Source: an optimization exercise on an open RTL-to-GDS flow (aim: small area). Production flows keep margins and buffers that such runs may drop. Function was checked by simulation only, so behaviour that the tests miss may differ from the original. Power and IR drop assume default switching activity.

==> flow/design.v <==
package procesador_multiciclo_pkg;
   localparam logic [2:0] S_FETCH  = 3'b000;
   localparam logic [2:0] S_MEM    = 3'b001;
   localparam logic [2:0] S_ALIGN1 = 3'b010;
   localparam logic [2:0] S_ALIGN2 = 3'b011;
   localparam logic [2:0] S_EX1    = 3'b100;
   localparam logic [2:0] S_EX2    = 3'b101;
   localparam logic [2:0] S_CLR    = 3'b110;
   localparam logic [2:0] S_HALT   = 3'b111;
   localparam logic [3:0] C_ADD  = 4'd0;
   localparam logic [3:0] C_SUB  = 4'd1;
   localparam logic [3:0] C_AND  = 4'd2;
   localparam logic [3:0] C_OR   = 4'd3;
   localparam logic [3:0] C_SLT  = 4'd4;
   localparam logic [3:0] C_ADDI = 4'd5;
   localparam logic [3:0] C_LW   = 4'd6;
   localparam logic [3:0] C_SW   = 4'd7;
   localparam logic [3:0] C_BEQ  = 4'd8;
   localparam logic [3:0] C_J    = 4'd9;
   localparam logic [3:0] C_ILL  = 4'd10;
   localparam logic [5:0] OP_RTYPE = 6'h00;
   localparam logic [5:0] OP_ADDI  = 6'h08;
   localparam logic [5:0] OP_LW    = 6'h23;
   localparam logic [5:0] OP_SW    = 6'h2B;
   localparam logic [5:0] OP_BEQ   = 6'h04;
   localparam logic [5:0] OP_J     = 6'h02;
   localparam logic [5:0] FN_ADD = 6'h20;
   localparam logic [5:0] FN_SUB = 6'h22;
   localparam logic [5:0] FN_AND = 6'h24;
   localparam logic [5:0] FN_OR  = 6'h25;
   localparam logic [5:0] FN_SLT = 6'h2A;
   function automatic logic [3:0] decode(input logic [5:0] op, input logic [5:0] fn);
      case (op)
         OP_RTYPE: begin
            case (fn)
               FN_ADD:  decode = C_ADD;
               FN_SUB:  decode = C_SUB;
               FN_AND:  decode = C_AND;
               FN_OR:   decode = C_OR;
               FN_SLT:  decode = C_SLT;
               default: decode = C_ILL;
            endcase
         end
         OP_ADDI: decode = C_ADDI;
         OP_LW:   decode = C_LW;
         OP_SW:   decode = C_SW;
         OP_BEQ:  decode = C_BEQ;
         OP_J:    decode = C_J;
         default: decode = C_ILL;
      endcase
   endfunction
endpackage
module banco_reg_param #(
   parameter int DW = 32
) (
   input  logic          clk,
   input  logic [4:0]    ra1,
   input  logic [4:0]    ra2,
   output logic          rd1,
   output logic          rd2,
   input  logic [31:1]   we,
   input  logic          wd
);
   logic [31:0] lsb;
   assign lsb[0] = 1'b0;
   for (genvar r = 1; r < 32; r++) begin : g_reg
      logic [DW-1:0] q;
      always_ff @(posedge clk) q <= {we[r] ? wd : q[0], q[DW-1:1]};
      assign lsb[r] = q[0];
   end
   assign rd1 = lsb[ra1];
   assign rd2 = lsb[ra2];
endmodule
module procesador_multiciclo #(
   parameter int            DW       = 32,
   parameter int            AW       = 8,
   parameter logic [AW-1:0] RESET_PC = '0
) (
   input  logic          clk,
   input  logic          rst_n,
   output logic          mem_req,
   output logic          mem_we,
   output logic [AW-1:0] mem_addr,
   output logic [DW-1:0] mem_wdata,
   input  logic [DW-1:0] mem_rdata,
   input  logic          mem_ack,
   output logic          halted,
   output logic [AW-1:0] pc_dbg
);
   logic [2:0]    state, state_nx;
   logic [3:0]    cls;
   logic [4:0]    cnt;           
   logic [AW-3:0] pcw;           
   logic          pc_c;          
   logic [AW-1:0] addr;          
   logic [31:0]   dr;            
   logic [4:0]    rsq, rtq;      
   logic          c;             
   logic          f;             
   wire ex1   = (state == procesador_multiciclo_pkg::S_EX1);
   wire ex2   = (state == procesador_multiciclo_pkg::S_EX2);
   wire clr   = (state == procesador_multiciclo_pkg::S_CLR);
   wire last  = (cnt == 5'd31);
   wire first = (cnt == 5'd0);
   wire lo8   = (cnt[4:3] == 2'd0);              
   wire pcwin = lo8 && (cnt[2:1] != 2'd0);       
   wire c_add  = (cls == procesador_multiciclo_pkg::C_ADD);
   wire c_sub  = (cls == procesador_multiciclo_pkg::C_SUB);
   wire c_and  = (cls == procesador_multiciclo_pkg::C_AND);
   wire c_or   = (cls == procesador_multiciclo_pkg::C_OR);
   wire c_slt  = (cls == procesador_multiciclo_pkg::C_SLT);
   wire c_addi = (cls == procesador_multiciclo_pkg::C_ADDI);
   wire c_lw   = (cls == procesador_multiciclo_pkg::C_LW);
   wire c_sw   = (cls == procesador_multiciclo_pkg::C_SW);
   wire c_beq  = (cls == procesador_multiciclo_pkg::C_BEQ);
   wire c_j    = (cls == procesador_multiciclo_pkg::C_J);
   wire c_ill  = (cls == procesador_multiciclo_pkg::C_ILL);
   wire is_r   = c_add | c_sub | c_and | c_or | c_slt;
   wire is_imm = c_addi | c_lw | c_sw;
   wire is_mem = c_lw | c_sw;
   wire inv    = c_sub | c_slt | c_beq;
   wire w1     = c_add | c_sub | c_and | c_or | c_addi;
   wire single = w1 | c_j;                        
   logic        ra, rb, wbit, wen;
   logic [4:0]  wa;
   logic [31:1] we;
   assign wa = is_r ? dr[15:11] : rtq;
   always_comb begin
      for (int r = 1; r < 32; r++)
         we[r] = clr || (wen && wa == 5'(r));
   end
   banco_reg_param #(.DW(DW)) u_rf (
      .clk (clk),
      .ra1 (rsq),
      .ra2 (rtq),
      .rd1 (ra),
      .rd2 (rb),
      .we  (we),
      .wd  (wbit)
   );
   wire opb  = is_imm ? dr[0] : rb;
   wire opbx = opb ^ inv;
   wire cin  = first ? inv : c;
   wire sum  = ra ^ opbx ^ cin;
   wire cout = (ra & opbx) | (ra & cin) | (opbx & cin);
   always_comb begin
      wen  = 1'b0;
      wbit = 1'b0;
      if (ex1) begin
         wen = w1;
         if (c_and)     wbit = ra & rb;
         else if (c_or) wbit = ra | rb;
         else           wbit = sum;
      end else if (ex2) begin
         wen  = c_lw | c_slt;
         wbit = c_lw ? dr[0] : (f & first);
      end
   end
   wire pc_upd = pcwin && ((ex1 && !c_beq) || ex2 || clr);
   wire pc_add = ex2 & c_beq & f & dr[0];
   wire pc_ci  = (cnt == 5'd2) ? (ex1 | (ex2 & c_beq)) : pc_c;
   wire pc_nb  = (ex1 && c_j) ? dr[0] : (pcw[0] ^ pc_add ^ pc_ci);
   wire a_in   = (ex1 && is_mem) ? sum : (pc_nb & pcwin);
   wire fetch_now = last && (clr || (ex1 && single) || ex2);
   wire req       = (state[2:1] == 2'b00);
   assign mem_req   = req || fetch_now;
   assign mem_we    = (state == procesador_multiciclo_pkg::S_MEM) && c_sw;
   assign mem_addr  = addr;
   assign mem_wdata = dr;
   assign halted    = (state == procesador_multiciclo_pkg::S_HALT);
   assign pc_dbg    = {pcw, 2'b00};
   always_comb begin
      state_nx = state;
      case (state)
         procesador_multiciclo_pkg::S_FETCH,
         procesador_multiciclo_pkg::S_MEM:
            if (mem_ack) state_nx = {last, ~last, state[0]};
         procesador_multiciclo_pkg::S_ALIGN1,
         procesador_multiciclo_pkg::S_ALIGN2:
            if (last) state_nx = {2'b10, state[0]};
         procesador_multiciclo_pkg::S_EX1:
            if (last) begin
               if (c_ill)       state_nx = procesador_multiciclo_pkg::S_HALT;
               else if (is_mem) state_nx = procesador_multiciclo_pkg::S_MEM;
               else if (!single) state_nx = procesador_multiciclo_pkg::S_EX2;
               else state_nx = mem_ack ? procesador_multiciclo_pkg::S_EX1 : procesador_multiciclo_pkg::S_FETCH;
            end
         procesador_multiciclo_pkg::S_EX2,
         procesador_multiciclo_pkg::S_CLR:
            if (last) state_nx = mem_ack ? procesador_multiciclo_pkg::S_EX1 : procesador_multiciclo_pkg::S_FETCH;
         default: state_nx = procesador_multiciclo_pkg::S_HALT;
      endcase
   end
   wire dr_ld = mem_req && mem_ack;
   wire dr_sh = (ex1 && (c_sw || ((c_addi || c_lw) && cnt < 5'd15) || (c_j && cnt >= 5'd2))) ||
                (ex2 && (c_lw || (c_beq && cnt >= 5'd2)));
   always_ff @(posedge clk or negedge rst_n) begin
      if (!rst_n) begin
         state <= procesador_multiciclo_pkg::S_CLR;
         cnt   <= '0;
         pcw   <= RESET_PC[AW-1:2];
      end else begin
         state <= state_nx;
         cnt   <= cnt + 5'd1;
         if (pc_upd) pcw <= {pc_nb, pcw[AW-3:1]};
      end
   end
   always_ff @(posedge clk) begin
      if (dr_ld)      dr <= mem_rdata;
      else if (dr_sh) dr <= {rb, dr[31:1]};
      if (mem_req && mem_ack && state != procesador_multiciclo_pkg::S_MEM) begin
         cls <= procesador_multiciclo_pkg::decode(mem_rdata[31:26], mem_rdata[5:0]);
         rsq <= mem_rdata[25:21];
         rtq <= mem_rdata[20:16];
      end
      if (lo8 && (ex1 || ex2 || clr)) addr <= {a_in, addr[AW-1:1]};
      if (pc_upd) pc_c <= (pcw[0] & pc_add) | (pcw[0] & pc_ci) | (pc_add & pc_ci);
      if (ex1) begin
         c <= cout;
         if (c_slt) f <= (ra ^ rb) ? ra : sum;
         else       f <= (first | f) & ~sum;
      end
   end
endmodule
Settings: LEC_CHECK=0, CAP_MARGIN=20, CORE_MARGIN=2, CORE_UTILIZATION=55, SLEW_MARGIN=20; clock period 6.5 ns.
standard.sh (not shown) runs the stock make flow with config.mk's settings and CLKGATE_MAP_FILE= SYNTH_SCRIPT=/design/flow/synth_recipe.tcl, a recipe that flattens the netlist after the stock synthesis.
==> flow/flow/run.sh <==
#!/bin/bash
# Layout flow: the standard ORFS flow (standard.sh) with these changes in
# how the layout is made:
#  * after the standard synthesis, its combinational logic is re-mapped by
#    ABC with an area script (flow/remap.ys); registers are untouched;
#  * port buffers use the smallest buffer cell (buf_1);
#  * clock tree: small clock buffers, small sink clusters, no dummy loads.
# Each tool writes its full output to a log of its own in this folder
# (flow_*.log) and ORFS's step logs stay under orfs/logs/.
set -euo pipefail
export BUFFER_PORTS_ARGS="-buffer_cell sky130_fd_sc_hd__buf_1"
export CTS_ARGS="-sink_clustering_enable -repair_clock_nets -sink_clustering_size 11 -sink_clustering_max_diameter 35 -buf_list sky130_fd_sc_hd__clkbuf_4 -dont_use_dummy_load"
YOSYS=${YOSYS_EXE:-$FLOW_HOME/../tools/install/yosys/bin/yosys}
LIB=$FLOW_HOME/platforms/$FLOW_PLATFORM/lib/sky130_fd_sc_hd__tt_025C_1v80.lib
R=orfs/results/$FLOW_PLATFORM/procesador_multiciclo/base

bash ./standard.sh synth > flow_synth.log 2>&1
cp $R/1_2_yosys.v flow_std_netlist.v
SEQ=$(grep -oE "sky130_fd_sc_hd__(df|edf|sdf|dl|conb)[a-z0-9_]+" flow_std_netlist.v | sort -u | tr '\n' ' ')
sed -e "s#LIBFILE#$LIB#g" -e "s#NETIN#flow_std_netlist.v#" -e "s#NETOUT#flow_remap_netlist.v#" \
    -e "s#TOPNAME#$FLOW_TOP#" -e "s#^flatten#blackbox $SEQ\nflatten#" flow/remap.ys > flow_remap.ys
$YOSYS -s flow_remap.ys > flow_remap.log 2>&1
cp flow_remap_netlist.v $R/1_2_yosys.v
rm -f $R/1_synth.odb $R/1_synth.sdc
bash ./standard.sh synth > flow_synth_odb.log 2>&1
bash ./standard.sh finish > flow_standard.log 2>&1
Other scripts of this flow, unchanged in this note and not shown: flow/flow/remap.ys
Change:
--- a/flow/flow/run.sh
+++ b/flow/flow/run.sh
@@ -12 +12 @@
-export CTS_ARGS="-sink_clustering_enable -repair_clock_nets -sink_clustering_size 11 -sink_clustering_max_diameter 35 -buf_list sky130_fd_sc_hd__clkbuf_4 -dont_use_dummy_load"
+export CTS_ARGS="-sink_clustering_enable -repair_clock_nets -sink_clustering_size 10 -sink_clustering_max_diameter 40 -buf_list sky130_fd_sc_hd__clkbuf_4 -dont_use_dummy_load"
- CAP_MARGIN: 20 -> 0
- CORE_UTILIZATION: 55 -> 65
- GPL_TIMING_DRIVEN: not set -> 0
- SLEW_MARGIN: 20 -> 0
Outcome:
- The changed run produced a clean layout
- power barely changes
- clock skew is lower by 0.0085 ns
- maximum frequency shrinks by 13%
- global-route usage increases by 3.1 points
Change:
--- a/flow/flow/run.sh
+++ b/flow/flow/run.sh
@@ -12 +12 @@
-export CTS_ARGS="-sink_clustering_enable -repair_clock_nets -sink_clustering_size 10 -sink_clustering_max_diameter 40 -buf_list sky130_fd_sc_hd__clkbuf_4 -dont_use_dummy_load"
+export CTS_ARGS="-sink_clustering_enable -repair_clock_nets -sink_clustering_size 11 -sink_clustering_max_diameter 35 -buf_list sky130_fd_sc_hd__clkbuf_4 -dont_use_dummy_load"
- CAP_MARGIN: 0 -> 20
- GPL_TIMING_DRIVEN: 0 -> not set
- SLEW_MARGIN: 0 -> 20
What happened: The changed run ran to the end with no violations. Hold slack stays flat. Combinational power is lower by about 10%. Total power came out lower by 0.37%. Global-route usage grows by 0.53 points. Critical path depth shrinks by 5.
Change:
- GPL_TIMING_DRIVEN: not set -> 0
Result: Power hardly moves. Worst setup slack degrades by 0.63 ns. Synthesized area is unchanged. Global-route usage went down by 0.31 points. Count of clock-buffer cells in the layout went up by 2. Wire length went down slightly. Cell area is about the same. Clock power barely changes. Synthesized cell count is unchanged. Non-clock buffer count went down by 1. Core utilization is about the same.
Change:
--- a/flow/flow/run.sh
+++ b/flow/flow/run.sh
@@ -12 +12 @@
-export CTS_ARGS="-sink_clustering_enable -repair_clock_nets -sink_clustering_size 11 -sink_clustering_max_diameter 35 -buf_list sky130_fd_sc_hd__clkbuf_4 -dont_use_dummy_load"
+export CTS_ARGS="-sink_clustering_enable -repair_clock_nets -sink_clustering_size 10 -sink_clustering_max_diameter 30 -buf_list sky130_fd_sc_hd__clkbuf_4 -dont_use_dummy_load"
- GPL_TIMING_DRIVEN: 0 -> not set
=>
- The new run completed without violations
- worst setup slack is better by 0.63 ns
- register-to-register slack is better by 0.75 ns
- area after synthesis is unchanged
- sequential cell count does not change

## afterwards: timing with drivers on the ports
No port has a modelled driver above. Below, the same layouts with a new extraction and two added sets of constraints.
Step 1, drivers: a clkbuf_16 drives clk and a buf_2 each remaining input, both assumed.
Step 2 moves the port delays by t, midway between the first and last clock arrival at a register: inputs arrive t later, outputs are due t later. That takes back most of the time a late clock gives input paths.
Three values: no drivers, after step 1, after step 2; two values: the first two.
run | t, ns | setup WS [ns] | worst data-port slew with drivers (ns)
the first run | 0.864 | 2.530 / 2.481 / 2.733 | 0.09
the second run | 0.822 | 1.942 / 1.942 / 1.942 | 0.10
the third run | 0.834 | 2.502 / 2.449 / 2.622 | 0.05
the fourth run | 0.819 | 1.869 / 1.869 / 1.869 | 0.08
the fifth run | 0.830 | 2.503 / 2.452 / 2.618 | 0.05
After both steps setup and hold are still met in every run listed.
